This design comes from an exercise in tuning for small area on the open sky130 flow, not from production work.
Function was checked by simulation only, so behaviour that the tests miss may differ from the original.
In runs 2 and 3 the design's own scripts or RTL, not TritonCTS, make the clock network.
The flow treats the clock pin as an ideal source. Dropping or thinning the clock tree relies on that and would not hold on a real chip.
Power is estimated from default activity; no workload was simulated.

<file path="flow/design.v">
module reg_file_aoi3 (
  input  logic [2:0] a_i,
  input  logic [2:0] b_i,
  output logic       y_o
);
  assign y_o = !(|(a_i & b_i));
endmodule
module reg_file_rbit (
  input  logic [32:0] sel_i,
  input  logic [32:0] data_i,
  output logic        y_o
);
  logic [10:0] n;
  for (genvar g = 0; g < 11; g++) begin : g_aoi
    reg_file_aoi3 u_aoi (.a_i(sel_i[3*g +: 3]), .b_i(data_i[3*g +: 3]), .y_o(n[g]));
  end
  assign y_o = !(&n);
endmodule
module reg_file_and3 (
  input  logic a_i,
  input  logic b_i,
  input  logic c_i,
  output logic y_o
);
  assign y_o = a_i & b_i & c_i;
endmodule
module reg_file_wdec (
  input  logic        we_i,
  input  logic [4:0]  waddr_i,
  output logic [31:1] w_sel_o
);
  logic [3:0] lo_n;
  logic [7:0] hi_n;
  always_comb begin
    for (int j = 0; j < 4; j++) lo_n[j] = !(we_i && waddr_i[1:0] == 2'(j));
    for (int k = 0; k < 8; k++) hi_n[k] = !(waddr_i[4:2] == 3'(k));
  end
  for (genvar i = 1; i < 32; i++) begin : g_sel
    assign w_sel_o[i] = !(lo_n[i % 4] || hi_n[i / 4]);
  end
endmodule
module reg_file_rdec (
  input  logic       rst_i,
  input  logic       we_i,
  input  logic [4:0] waddr_i,
  input  logic       re_i,
  input  logic [4:0] raddr_i,
  output logic       hit_o,
  output logic [3:0] lo_o,
  output logic [7:0] hi_o
);
  always_comb begin
    hit_o = rst_i && re_i && we_i && waddr_i != '0 && raddr_i == waddr_i;
    for (int j = 0; j < 4; j++) lo_o[j] = re_i && !hit_o && raddr_i[1:0] == 2'(j);
    for (int k = 0; k < 8; k++) hi_o[k] = raddr_i[4:2] == 3'(k);
  end
endmodule
module reg_file #(
  parameter int DATA_W = 32,
  parameter int ADDR_W = 5
) (
  input  logic              clk,
  input  logic              rst,
  input  logic              we_i,
  input  logic [ADDR_W-1:0] waddr_i,
  input  logic [DATA_W-1:0] wdata_i,
  input  logic              re1_i,
  input  logic [ADDR_W-1:0] raddr1_i,
  output logic [DATA_W-1:0] rdata1_o,
  input  logic              re2_i,
  input  logic [ADDR_W-1:0] raddr2_i,
  output logic [DATA_W-1:0] rdata2_o
);
  localparam int N = 2**ADDR_W;
  logic [N-1:1][DATA_W-1:0] r_data;
  logic [N-1:1]             r_valid;
  logic [N-1:1]             w_sel;
  logic [N-1:0]             s1, s2;
  logic [3:0]               r1_lo, r2_lo;
  logic [7:0]               r1_hi, r2_hi;
  reg_file_wdec u_wdec (.we_i(we_i), .waddr_i(waddr_i), .w_sel_o(w_sel));
  always_ff @(posedge clk or negedge rst)
    if (!rst) r_valid <= '0;
    else      r_valid <= r_valid | w_sel;
  always_ff @(posedge clk)
    for (int i = 1; i < N; i++)
      if (w_sel[i]) r_data[i] <= wdata_i;
  reg_file_rdec u_rdec1 (.rst_i(rst), .we_i(we_i), .waddr_i(waddr_i), .re_i(re1_i),
                         .raddr_i(raddr1_i), .hit_o(s1[0]), .lo_o(r1_lo), .hi_o(r1_hi));
  reg_file_rdec u_rdec2 (.rst_i(rst), .we_i(we_i), .waddr_i(waddr_i), .re_i(re2_i),
                         .raddr_i(raddr2_i), .hit_o(s2[0]), .lo_o(r2_lo), .hi_o(r2_hi));
  for (genvar i = 1; i < N; i++) begin : g_sel
    reg_file_and3 u_s1 (.a_i(r1_lo[i % 4]), .b_i(r1_hi[i / 4]), .c_i(r_valid[i]), .y_o(s1[i]));
    reg_file_and3 u_s2 (.a_i(r2_lo[i % 4]), .b_i(r2_hi[i / 4]), .c_i(r_valid[i]), .y_o(s2[i]));
  end
  for (genvar b = 0; b < DATA_W; b++) begin : g_bit
    logic [N-1:0] d;
    assign d[0] = wdata_i[b];
    for (genvar i = 1; i < N; i++) begin : g_d
      assign d[i] = r_data[i][b];
    end
    reg_file_rbit u_rd1 (.sel_i({1'b0, s1}), .data_i({1'b0, d}), .y_o(rdata1_o[b]));
    reg_file_rbit u_rd2 (.sel_i({1'b0, s2}), .data_i({1'b0, d}), .y_o(rdata2_o[b]));
  end
endmodule
</file>
<file path="flow/flow/run.sh">
#!/bin/bash
# The standard layout (the standard.sh, standard synthesis unchanged), with:
#  - the port buffers made with the smallest buffer instead of the default delay cell;
#  - a plain three-level clock tree (flow/manual_cts.tcl) in place of clock tree synthesis.
set -euo pipefail
export BUFFER_PORTS_ARGS="-buffer_cell sky130_fd_sc_hd__buf_1"
export PRE_CTS_TCL="$PWD/flow/manual_cts.tcl"
export MCT_LEAF=sky130_fd_sc_hd__clkbuf_16
export MCT_LEAF_SINKS=26
export MCT_LEAVES_PER_MID=6
bash standard.sh finish > standard.log 2>&1
</file>
<file path="flow/flow/manual_cts.tcl">
# Sourced before clock tree synthesis (PRE_CTS_TCL). Replaces clock_tree_synthesis with a
# plain buffered clock tree: the flip-flops are split into compact groups of about
# LEAF_SINKS by recursive bisection of their placement; each group gets one leaf buffer at
# its centre, the leaves are driven by a few mid buffers, and the mid buffers by one root
# buffer, which is the only cell the clock port drives.

set mct_leaf_master  [expr {[info exists ::env(MCT_LEAF)] ? $::env(MCT_LEAF) : "sky130_fd_sc_hd__clkbuf_8"}]
set mct_mid_master   sky130_fd_sc_hd__clkbuf_16
set mct_root_master  sky130_fd_sc_hd__clkbuf_16
set mct_leaf_sinks   [expr {[info exists ::env(MCT_LEAF_SINKS)] ? $::env(MCT_LEAF_SINKS) : 20}]
set mct_leaves_per_mid [expr {[info exists ::env(MCT_LEAVES_PER_MID)] ? $::env(MCT_LEAVES_PER_MID) : 12}]

# split items (lists {x y payload}) into n spatially compact groups of near-equal size
proc mct_split {items n} {
  if {$n <= 1 || [llength $items] <= 1} { return [list $items] }
  set xs [lmap it $items {lindex $it 0}]
  set ys [lmap it $items {lindex $it 1}]
  set xs [lsort -integer $xs]; set ys [lsort -integer $ys]
  set dx [expr {[lindex $xs end] - [lindex $xs 0]}]
  set dy [expr {[lindex $ys end] - [lindex $ys 0]}]
  set axis [expr {$dx >= $dy ? 0 : 1}]
  set sorted [lsort -integer -index $axis $items]
  set n1 [expr {$n / 2}]
  set n2 [expr {$n - $n1}]
  set k [expr {int(round([llength $items] * double($n1) / $n))}]
  set a [lrange $sorted 0 [expr {$k - 1}]]
  set b [lrange $sorted $k end]
  return [concat [mct_split $a $n1] [mct_split $b $n2]]
}

proc mct_centre {items} {
  set sx 0; set sy 0
  foreach it $items { set sx [expr {$sx + [lindex $it 0]}]; set sy [expr {$sy + [lindex $it 1]}] }
  set n [llength $items]
  return [list [expr {$sx / $n}] [expr {$sy / $n}]]
}

proc mct_place_inst {block master_name name xy} {
  set db [ord::get_db]
  set master [$db findMaster $master_name]
  set inst [odb::dbInst_create $block $master $name]
  set w [$master getWidth]; set h [$master getHeight]
  $inst setLocation [expr {[lindex $xy 0] - $w / 2}] [expr {[lindex $xy 1] - $h / 2}]
  $inst setPlacementStatus PLACED
  return $inst
}

proc mct_new_net {block name} {
  set net [odb::dbNet_create $block $name]
  $net setSigType CLOCK
  return $net
}

proc clock_tree_synthesis {args} {
  global mct_leaf_master mct_mid_master mct_root_master mct_leaf_sinks mct_leaves_per_mid
  set block [ord::get_db_block]
  set clk_net [$block findNet clk]
  set sinks {}
  foreach it [$clk_net getITerms] {
    set xy [$it getAvgXY]
    lappend sinks [list [lindex $xy 1] [lindex $xy 2] $it]
  }
  set n_sinks [llength $sinks]
  set n_leaves [expr {($n_sinks + $mct_leaf_sinks - 1) / $mct_leaf_sinks}]
  set n_mids [expr {($n_leaves + $mct_leaves_per_mid - 1) / $mct_leaves_per_mid}]
  puts "manual clock tree: $n_sinks sinks, $n_leaves leaf buffers, $n_mids mid buffers"

  # leaves
  set leaves {}
  set i 0
  foreach group [mct_split $sinks $n_leaves] {
    set c [mct_centre $group]
    set inst [mct_place_inst $block $mct_leaf_master "clkt_leaf_$i" $c]
    set net [mct_new_net $block "clkt_leaf_net_$i"]
    foreach s $group {
      set it [lindex $s 2]
      $it disconnect
      $it connect $net
    }
    [$inst findITerm X] connect $net
    lappend leaves [list [lindex $c 0] [lindex $c 1] $inst]
    incr i
  }

  # mids
  set mids {}
  set i 0
  foreach group [mct_split $leaves $n_mids] {
    set c [mct_centre $group]
    set inst [mct_place_inst $block $mct_mid_master "clkt_mid_$i" $c]
    set net [mct_new_net $block "clkt_mid_net_$i"]
    foreach l $group { [[lindex $l 2] findITerm A] connect $net }
    [$inst findITerm X] connect $net
    lappend mids [list [lindex $c 0] [lindex $c 1] $inst]
    incr i
  }

  # root, at the centre of the mids; the clock port drives only the root
  set c [mct_centre $mids]
  set root [mct_place_inst $block $mct_root_master "clkt_root" $c]
  set net [mct_new_net $block "clkt_root_net"]
  foreach m $mids { [[lindex $m 2] findITerm A] connect $net }
  [$root findITerm X] connect $net
  [$root findITerm A] connect $clk_net
  set_propagated_clock [all_clocks]
}
</file>
<file path="flow/standard.sh">
#!/bin/bash
# synth_recipe.tcl (not shown) runs the flow's synth.tcl, then flattens the netlist and writes it again
# the make line also repeats each setting of config.mk as NAME=value (left out here)
make -C /OpenROAD-flow-scripts/flow DESIGN_CONFIG=/design/flow/config.mk WORK_HOME=/design/flow/orfs CLKGATE_MAP_FILE= SYNTH_SCRIPT=/design/flow/synth_recipe.tcl "${@:-finish}"
</file>
<file path="flow/config.mk">
export PLATFORM = sky130hd
export DESIGN_NAME = reg_file
export DESIGN_NICKNAME = reg_file
export VERILOG_FILES = /design/flow/design.v
export SDC_FILE = /design/flow/constraint.sdc
export NUM_CORES = 4
export LEC_CHECK = 0
export CAP_MARGIN = 0
export CORE_MARGIN = 2
export CORE_UTILIZATION = 60
export SLEW_MARGIN = 0
export SYNTH_HIERARCHICAL = 1
</file>
<file path="flow/constraint.sdc">
create_clock -name core_clock -period 8.0 [get_ports {clk}]
set_input_delay 1.6000 -clock core_clock [delete_from_list [all_inputs] [get_ports {clk}]]
set_output_delay 1.6000 -clock core_clock [all_outputs]
set_load 0.01 [all_outputs]
</file>
==> results.json, run 1 <==
{
  "status": "did not finish",
  "failing_step": "4_1_cts",
  "error": "Error: cts.tcl, 36 can't read \"mct_leaf_sinks\": no such variable",
  "hpwl_um": 81100,
  "synthXorXnorAreaFrac": 0.00217,
  "synthSimpleGateAreaFrac": 0.0635,
  "die_h_um": 263,
  "ys_ff_latch": 1023,
  "synth_cell_types": 28,
  "io_buffers": 115,
  "avgSynthCellArea_um2": 18.5,
  "syn_area_um2": 40400,
  "yosysWarnings": 9,
  "netlist_instances": 2185,
  "num_rows": 95,
  "preCtsSetupSlack_ps": 1360,
  "die_w_um": 263,
  "synth_compound_area_frac": 0.176,
  "ios": 116,
  "synth_mux_area_frac": 0,
  "synth-adder-area-share": 0,
  "gp_congestion": 0.924,
  "initial_core_util": 0.604,
  "synth_top_family_by_area": "compound AO/OA/AOI/OAI gates",
  "ys_seq_area_frac": 0.757
}
-- synthesized netlist by cell type (all sizes together) --
library cell / count / area share
a211oi: 4 / 0.00074
a21oi: 6 / 0.00074
a222oi: 704 / 0.17
and2: 2 / 0.00031
and3: 64 / 0.0099
and3b: 4 / 0.00087
buf: 6 / 0.0013
clkbuf: 3 / 0.00028
conb: 1 / 0.000093
dfrtp: 31 / 0.019
edfxtp: 992 / 0.74
nand2: 7 / 0.00065
nand2b: 2 / 0.00031
nand3: 68 / 0.0084
nand3b: 2 / 0.00037
nand4: 129 / 0.020
nand4b: 3 / 0.00065
nand4bb: 3 / 0.00084
nor2: 37 / 0.0034
nor3: 2 / 0.00050
nor3b: 6 / 0.0011
nor4: 2 / 0.0011
or2: 32 / 0.0050
or3: 64 / 0.0099
or4b: 1 / 0.00025
xor2: 10 / 0.0022
-- logic make-up after synthesis --
| logic type | Yosys count |
|---|---|
| flops | 1023 |
| compound gates | 714 |
| simple gates | 428 |
| xor+xnor | 10 |
| buf+inv | 9 |
| other cells | 1 |
-- per-module statistics from Yosys, one instance, submodules excluded --
module,cells inside,times used,cell area [um^2],flip-flops and latches
reg_file_aoi3,1,704,10.0,0
reg_file,1055,1,30800,1023
reg_file_and3,1,62,6.26,0
reg_file_rbit,4,64,23.8,0
reg_file_wdec,46,1,226,0
reg_file_rdec,31,2,224,0
-- power groups by stage --
stage          combinational [W]  sequential, W  clock [W]
2_1_floorplan           0.000207        0.00612          0
3_5_place_dp            0.000460        0.00614          0
3_3_place_gp            0.000448        0.00614          0
-- stage by stage --
step	instance area [um^2]	instances	total power, W
floorplan	40900	2312	0.00633
global placement	43200	3368	0.00659
detailed placement	43200	3368	0.00660
-- worst min path at each step --
stage                start           to  slack (ps)  cells past startpoint
3_5_place_dp   r_valid[27]  r_valid[27]         470                      1
2_1_floorplan  r_valid[10]  r_valid[10]         440                      1
3_3_place_gp   r_valid[27]  r_valid[27]         460                      1
==> run 2: changes to the inputs <==
--- a/flow/flow/manual_cts.tcl
+++ b/flow/flow/manual_cts.tcl
@@ -5,9 +5,9 @@
 # buffer, which is the only cell the clock port drives.
 
-set mct_leaf_master  [expr {[info exists ::env(MCT_LEAF)] ? $::env(MCT_LEAF) : "sky130_fd_sc_hd__clkbuf_8"}]
-set mct_mid_master   sky130_fd_sc_hd__clkbuf_16
-set mct_root_master  sky130_fd_sc_hd__clkbuf_16
-set mct_leaf_sinks   [expr {[info exists ::env(MCT_LEAF_SINKS)] ? $::env(MCT_LEAF_SINKS) : 20}]
-set mct_leaves_per_mid [expr {[info exists ::env(MCT_LEAVES_PER_MID)] ? $::env(MCT_LEAVES_PER_MID) : 12}]
+set ::mct_leaf_master  [expr {[info exists ::env(MCT_LEAF)] ? $::env(MCT_LEAF) : "sky130_fd_sc_hd__clkbuf_8"}]
+set ::mct_mid_master   sky130_fd_sc_hd__clkbuf_16
+set ::mct_root_master  sky130_fd_sc_hd__clkbuf_16
+set ::mct_leaf_sinks   [expr {[info exists ::env(MCT_LEAF_SINKS)] ? $::env(MCT_LEAF_SINKS) : 20}]
+set ::mct_leaves_per_mid [expr {[info exists ::env(MCT_LEAVES_PER_MID)] ? $::env(MCT_LEAVES_PER_MID) : 12}]
 
 # split items (lists {x y payload}) into n spatially compact groups of near-equal size
==> run 2 against run 1 <==
Effect of this change:
- now fails the layout checks on max-capacitance violations, max-slew violations
- synthesized area unchanged
- synthesized cell count unchanged
==> results.json, run 2 <==
{
  "drt_first_pass_iters": 14,
  "antenna_left": 0,
  "routedWlPerCell_um": 44.5,
  "skew_ps": 0,
  "rsz0062_at_grt": "no",
  "grt.met1_usage": 0.535,
  "so_faults": "max-capacitance violations, max-slew violations",
  "largest_reg_flops": 992,
  "fillCellCount": 4556,
  "layout-drive-gt1-share": 0.0889,
  "die-area_um2": 69400,
  "preCtsSetupSlack_ps": 1360,
  "hpwl_um": 81100,
  "r2r-start": "r_valid[31]",
  "grt_busiest_layer": "met2",
  "yosysWarnings": 9,
  "vdd_ir_drop_max_uv": 254,
  "grt_first_pass_wirelength_um": 208000,
  "critPathKind": "primary input to primary output",
  "postCtsSetupRepairBufs": 0,
  "p_leak_nw": 13.7,
  "synth_edf_count": 992,
  "gp_congestion": 0.924,
  "status": "failed layout checks",
  "crit_path_end_kind": "primary output",
  "synth_most_common_cell": "edfxtp_1",
  "synth_ff_type": "edfxtp_1",
  "vias_per_cell": 8.83,
  "cts_hold_buf": 0,
  "min-delay-start": "r_valid[27]",
  "num_rows": 95,
  "worst_slack_ps": 917,
  "async_flop_share": 0.0303,
  "fmax_mhz": 141,
  "top_register": "r_data",
  "tightest_slew_ps": 1530,
  "powerDensity_nw_per_um2": 206,
  "required_ps": 6400,
  "min_period_ps": 7080,
  "core_um2": 66900,
  "r2r-end": "r_valid[31]",
  "die_w_um": 263,
  "overflow": 0,
  "met3_usage": 0.136,
  "netlist_top_cells_area": "edfxtp_1 (74%), a222oi_1 (17%), nand4_1 (2.0%)",
  "vias": 30184,
  "antenna_found_initial": 7,
  "syn_area_um2": 40400,
  "grtUsageMet2": 0.641,
  "synth_top_area_share": 0.737,
  "rrSetupSlack_ps": 7230,
  "area_growth_pct": 9.98,
  "final_cell_mix": "edfxtp_1 (992), a222oi_1 (704), nand4_1 (129)",
  "synth_cell_types": 28,
  "drt-total-wl_um": 152000,
  "grt_max_degree": 34,
  "max_cap_violations": 2,
  "netlist_instances": 2185,
  "hold_end": "r_valid[27]",
  "drc": 0,
  "hp-class": "flop to flop",
  "finalSetupViolCount": 0,
  "hold_depth": 1,
  "io_buffers": 115,
  "yosys.area.top_type": "edfxtp_1",
  "grt_usage": 0.425,
  "initial_core_util": 0.604,
  "avgSynthCellArea_um2": 18.5,
  "final_common_cell": "edfxtp_1",
  "first_iter_violations": 8846,
  "largestRegisters": "r_data: 992 flops, r_valid: 31 flops",
  "nets": 2597,
  "report.final.slew_viol_count": 66,
  "crit_arrival_ps": 5480,
  "path_max_fanout": 19,
  "ys_ff_latch": 1023,
  "fin_crit_sh": 0.885,
  "r2r_cells": 1,
  "critPathLaunchType": "primary input",
  "finalHoldViolCount": 0,
  "clk_pin_slew_ps": 110,
  "grt_pass1_vias": 29134,
  "ios": 116,
  "clock_latency_ps": 640,
  "die_h_um": 263,
  "synthTopCellsByCount": "edfxtp_1 (992), a222oi_1 (704), nand4_1 (129), nand3_1 (68)",
  "ys_seq_area_frac": 0.757,
  "slew-limit-headroom": -0.0215,
  "final.setup.tns_ps": 0,
  "cts_resized": 0
}
[run 2: per-stage QoR]
step | utilization | total power, W | hold slack [ps] | area [um^2] | std cells
final | 0.664 | 0.00916 | 490 | 44400 | 3417
after global routing | 0.664 | 0.00937 | 522 | 44400 | 3416
after CTS | 0.664 | 0.00913 | 489 | 44400 | 3416
after detailed placement | 0.646 | 0.00660 | 465 | 43200 | 3368
after global placement | 0.646 | 0.00659 | 460 | 43200 | 3368
after floorplan | - | 0.00633 | 439 | 40900 | 2312
[run 2: worst max path at each step]
stage	from	to	slack, ps	cells past startpoint
global route	rst	rdata2_o[21]	810	10
floorplan	raddr1_i[4]	rdata1_o[0]	2600	8
global placement	raddr2_i[4]	rdata2_o[14]	1370	10
CTS	raddr2_i[4]	rdata2_o[23]	1360	9
finish	rst	rdata2_o[21]	920	10
detailed placement	raddr2_i[4]	rdata2_o[23]	1360	9
[run 2: area by class of cell]
| type | count | area [um^2] | share of cell area |
|---|---|---|---|
| timing repair buffer | 192 | 1010 | 0.0228 |
| tap | 873 | 1090 | 0.0246 |
| antenna | 1 | 2.50 | 0.0000563 |
| sequential | 1023 | 30600 | 0.688 |
| multi-input combinational | 1280 | 10600 | 0.238 |
| buffer | 48 | 1200 | 0.0270 |
[run 2: logic make-up (layout without fill, tap and decap cells)]
family / Yosys count / in the layout / synth area share
DFF: 1023 / 1023 / 0.757
AOI/OAI and AO/OA: 714 / 714 / 0.176
and+or+nand+nor: 428 / 428 / 0.0635
xor gates and xnor gates: 10 / 10 / 0.00217
buffers and inverters: 9 / 240 / 0.00158
other: 1 / 129 / 0.0000928
[run 2: power breakdown]
part | switching, W | internal (W)
combinational | 0.000347 | 0.000133
sequential | 0.0000599 | 0.00597
clock | 0.00157 | 0.00108
total | 0.00197 | 0.00718
[run 2: worst max-delay path: stages]
cell and delay, ps:
clkbuf_2 350, nand3_1 150, a211oi_1 430, a211oi_1 320, and3_2 540, buf_4 380
a222oi_1 1010, nand3_1 120, or3_1 380, buf_1 180
[run 2: Yosys stat by module (local to each module, per instance)]
module         copies in the design  flip-flops and latches  cell area (um^2)  cells inside
reg_file                          1                    1023             30800          1055
reg_file_and3                    62                       0              6.26             1
reg_file_wdec                     1                       0               226            46
reg_file_aoi3                   704                       0              10.0             1
reg_file_rdec                     2                       0               224            31
reg_file_rbit                    64                       0              23.8             4
[run 2: layer usage]
metal / part of all wire / vias up / wire, um
li1: - / 11492 / -
met1: 0.31 / 14774 / 47500
met2: 0.44 / 3241 / 66700
met3: 0.17 / 667 / 25700
met4: 0.079 / 10 / 12000
met5: 0.00068 / - / 104
==> run 3: changes to the inputs <==
--- a/flow/flow/run.sh
+++ b/flow/flow/run.sh
@@ -7,5 +7,6 @@
 export PRE_CTS_TCL="$PWD/flow/manual_cts.tcl"
 export MCT_LEAF=sky130_fd_sc_hd__clkbuf_16
-export MCT_LEAF_SINKS=26
+export MCT_LEAF_SINKS=28
 export MCT_LEAVES_PER_MID=6
+export MCT_MID=sky130_fd_sc_hd__clkbuf_8
 bash standard.sh finish > standard.log 2>&1
--- a/flow/flow/manual_cts.tcl
+++ b/flow/flow/manual_cts.tcl
@@ -6,5 +6,5 @@
 
 set ::mct_leaf_master  [expr {[info exists ::env(MCT_LEAF)] ? $::env(MCT_LEAF) : "sky130_fd_sc_hd__clkbuf_8"}]
-set ::mct_mid_master   sky130_fd_sc_hd__clkbuf_16
+set ::mct_mid_master   [expr {[info exists ::env(MCT_MID)] ? $::env(MCT_MID) : "sky130_fd_sc_hd__clkbuf_16"}]
 set ::mct_root_master  sky130_fd_sc_hd__clkbuf_16
 set ::mct_leaf_sinks   [expr {[info exists ::env(MCT_LEAF_SINKS)] ? $::env(MCT_LEAF_SINKS) : 20}]
--- a/flow/config.mk
+++ b/flow/config.mk
@@ -6,7 +6,7 @@
 export NUM_CORES = 4
 export LEC_CHECK = 0
-export CAP_MARGIN = 0
+export CAP_MARGIN = 10
 export CORE_MARGIN = 2
 export CORE_UTILIZATION = 60
-export SLEW_MARGIN = 0
+export SLEW_MARGIN = 10
 export SYNTH_HIERARCHICAL = 1
==> run 3 against run 2 <==
Effect of this change:
- now clean on timing, DRC and antenna
- worst hold slack improved by 4.8 ps
- maximum frequency fell by 0.16%
- final cell count barely moved
- final area shrank 0.30%
- sequential cell count unchanged
- utilization decreased by 0.20 points
- die area did not move
- first-iteration DRC count fell by 1.6%
- register-to-register slack about the same
- routed wire length shrank 0.37%
- synthesized area stayed put
- clock skew is the same
- critical path type unchanged
- largest power group unchanged
==> results.json, run 3 <==
{
  "status": "no timing/DRC/antenna violations",
  "ys_ff_latch": 1023,
  "synth-adder-area-share": 0,
  "synthTopCellsByCount": "edfxtp_1 (992), a222oi_1 (704), nand4_1 (129), nand3_1 (68)",
  "hp-class": "flop to flop",
  "worst-path-buf-inv": 3,
  "postCtsSetupRepairBufs": 0,
  "netlist_instances": 2185,
  "gp_congestion": 0.924,
  "powerDensity_nw_per_um2": 203,
  "routedWlPerCell_um": 44.4,
  "crit_path_end_kind": "primary output",
  "slew-limit-headroom": 0.0111,
  "fmax_mhz": 141,
  "synth_mux_area_frac": 0,
  "required_ps": 6400,
  "largest_reg_flops": 992,
  "initial_core_util": 0.604,
  "synth_cell_types": 28,
  "critPathSlowestCell": "a222oi_1",
  "ys_seq_area_frac": 0.757,
  "cts_hold_buf": 0,
  "worst_slack_ps": 905,
  "critPathLaunchType": "primary input",
  "tightest_slew_ps": 1480,
  "grt_max_degree": 34,
  "synth_top_family_by_area": "compound AO/OA/AOI/OAI gates",
  "p_clk_frac": 0.276,
  "report.final.slew_viol_count": 0,
  "grt_pass1_vias": 29212,
  "min_period_ps": 7090,
  "p_leak_nw": 13.7,
  "yosys.area.top_type": "edfxtp_1",
  "largestRegisters": "r_data: 992 flops, r_valid: 31 flops",
  "die_w_um": 263,
  "drt-total-wl_um": 151000,
  "met3_usage": 0.138,
  "ios": 116,
  "fin_crit_sh": 0.887,
  "drc": 0,
  "top_register": "r_data",
  "area_growth_pct": 9.66,
  "netlist_top_cells_area": "edfxtp_1 (74%), a222oi_1 (17%), nand4_1 (2.0%)",
  "hpwl_um": 81100,
  "async_flop_share": 0.0303,
  "slowest_delay_ps": 960,
  "first_iter_violations": 8704,
  "rsz0062_at_grt": "no",
  "synth_edf_count": 992,
  "final.setup.tns_ps": 0,
  "layout-drive-gt1-share": 0.0893,
  "final_common_cell": "edfxtp_1",
  "grt_busiest_layer": "met2",
  "comb_power_share": 0.053,
  "antenna_found_initial": 5,
  "cts_resized": 0,
  "overflow": 0,
  "preCtsSetupSlack_ps": 1360,
  "synthSimpleGateAreaFrac": 0.0635,
  "intPower_w": 0.00704,
  "synthXorXnorAreaFrac": 0.00217,
  "io_buffers": 115,
  "clock_latency_ps": 660,
  "grt_first_pass_wirelength_um": 208000,
  "antenna_left": 0,
  "grt_usage": 0.425,
  "n_antenna_cell": 0,
  "synth_compound_area_frac": 0.176,
  "crit_family": "compound AO/OA/AOI/OAI gates",
  "die-area_um2": 69400,
  "drt_first_pass_iters": 14,
  "netSwitchingFraction": 0.217,
  "p_seq_frac": 0.670,
  "grt.met1_usage": 0.533,
  "vias": 29982,
  "vias_per_cell": 8.78,
  "p_switching_w": 0.00195,
  "max_cap_violations": 0,
  "num_rows": 95,
  "clk_pin_slew_ps": 110,
  "skew_ps": 0,
  "yosysWarnings": 9,
  "final_cell_mix": "edfxtp_1 (992), a222oi_1 (704), nand4_1 (129)",
  "synth_top_area_share": 0.737,
  "path_max_fanout": 19,
  "crit_arrival_ps": 5490,
  "synth_ff_type": "edfxtp_1",
  "vdd_ir_drop_max_uv": 262,
  "syn_area_um2": 40400,
  "synth_most_common_cell": "edfxtp_1",
  "die_h_um": 263,
  "core_um2": 66900,
  "grtUsageMet2": 0.638,
  "finalHoldViolCount": 0,
  "critPathKind": "primary input to primary output",
  "finalSetupViolCount": 0,
  "path_cells": "clkbuf_2 -> nand3_1 -> a211oi_1 -> a211oi_1 -> and3_2 -> buf_4 -> a222oi_1 -> nand3_1 -> or3_1 -> buf_1",
  "nets": 2595,
  "avgSynthCellArea_um2": 18.5
}
[run 3: cell counts after synthesis]
No cell type changed its count.
[run 3: cells by family (layout without fill, tap and decap cells)]
group                     Yosys count  after routing
buffers and inverters               9            238
DFF                              1023           1023
AOI/OAI and AO/OA                 714            714
other                               1            128
and+or+nand+nor                   428            428
xor gates and xnor gates           10             10
[run 3: worst paths after layout]
| kind | slack [ps] | end | cells after the start | from |
|---|---|---|---|---|
| max in group asynchronous | 6520 | r_valid[6] | 2 | rst |
| worst max-delay path | 910 | rdata2_o[21] | 10 | rst |
| min in group asynchronous | 840 | r_valid[3] | 1 | rst |
| worst min-delay path | 490 | r_valid[27] | 1 | r_valid[27] |
| worst max register to register | 7230 | r_valid[29] | 1 | r_valid[29] |
| worst min register to register | 490 | r_valid[27] | 1 | r_valid[27] |
[run 3: routing by layer]
metal,part of all wire,routed length (um)
met3,0.17,26000
met4,0.080,12100
met2,0.44,66600
met5,0.00059,90
met1,0.31,46700
[run 3: final cells by class]
class | instances | area, um^2
buffer | 45 | 1050
sequential | 1023 | 30600
timing repair buffer | 193 | 1030
multi-input combinational | 1280 | 10600
fill | 4590 | 22600
tap | 873 | 1090
[run 3: through the flow]
stage               power, W  hold slack, ps  instance area [um^2]  utilization  std cells
global route         0.00919             523                 44300        0.662       3414
detailed placement   0.00660             465                 43200        0.646       3368
CTS                  0.00896             491                 44300        0.662       3413
finish               0.00899             495                 44300        0.662       3414
global placement     0.00659             460                 43200        0.646       3368
floorplan            0.00633             439                 40900            -       2312
[run 3: power groups by stage]
stage                     Clock, W  Sequential, W  Combinational (W)
final                      0.00248        0.00603           0.000480
after global routing       0.00266        0.00603           0.000499
after CTS                  0.00248        0.00602           0.000461
after detailed placement         0        0.00614           0.000460
after global placement           0        0.00614           0.000448
after floorplan                  0        0.00612           0.000207
[run 3: per-module statistics from Yosys, one instance, submodules excluded]
module,cell area (um^2),times used
reg_file,30800,1
reg_file_wdec,226,1
reg_file_rdec,224,2
reg_file_rbit,23.8,64
reg_file_aoi3,10.0,704
reg_file_and3,6.26,62

==> re-timing with driven ports <==
No port has a modelled driver above. Below, the same layouts with a new extraction and two added sets of constraints. Step 1 sets driving cells, clkbuf_16 on the clock port and buf_2 on the other inputs (assumed; they add their load-dependent delay and slew). Step 2, shift: input delay + t, output delay - t, t = (earliest + latest rising clock arrival at the registers) / 2. This alone moves slack from input paths to output paths. Slacks: no drivers / after step 1 / after step 2; pairs: no drivers / after step 1.
run | t (ns) | setup slack, ns | hold slack, ns
run 2 | 0.699 | 0.917 / 0.887 / 0.887 | 0.490 / 0.490 / 0.490
run 3 | 0.738 | 0.905 / 0.876 / 0.876 | 0.495 / 0.495 / 0.495
For run 2, which loses most, drivers alone change the setup slack by -0.030 ns; drivers and shift together by -0.030 ns.
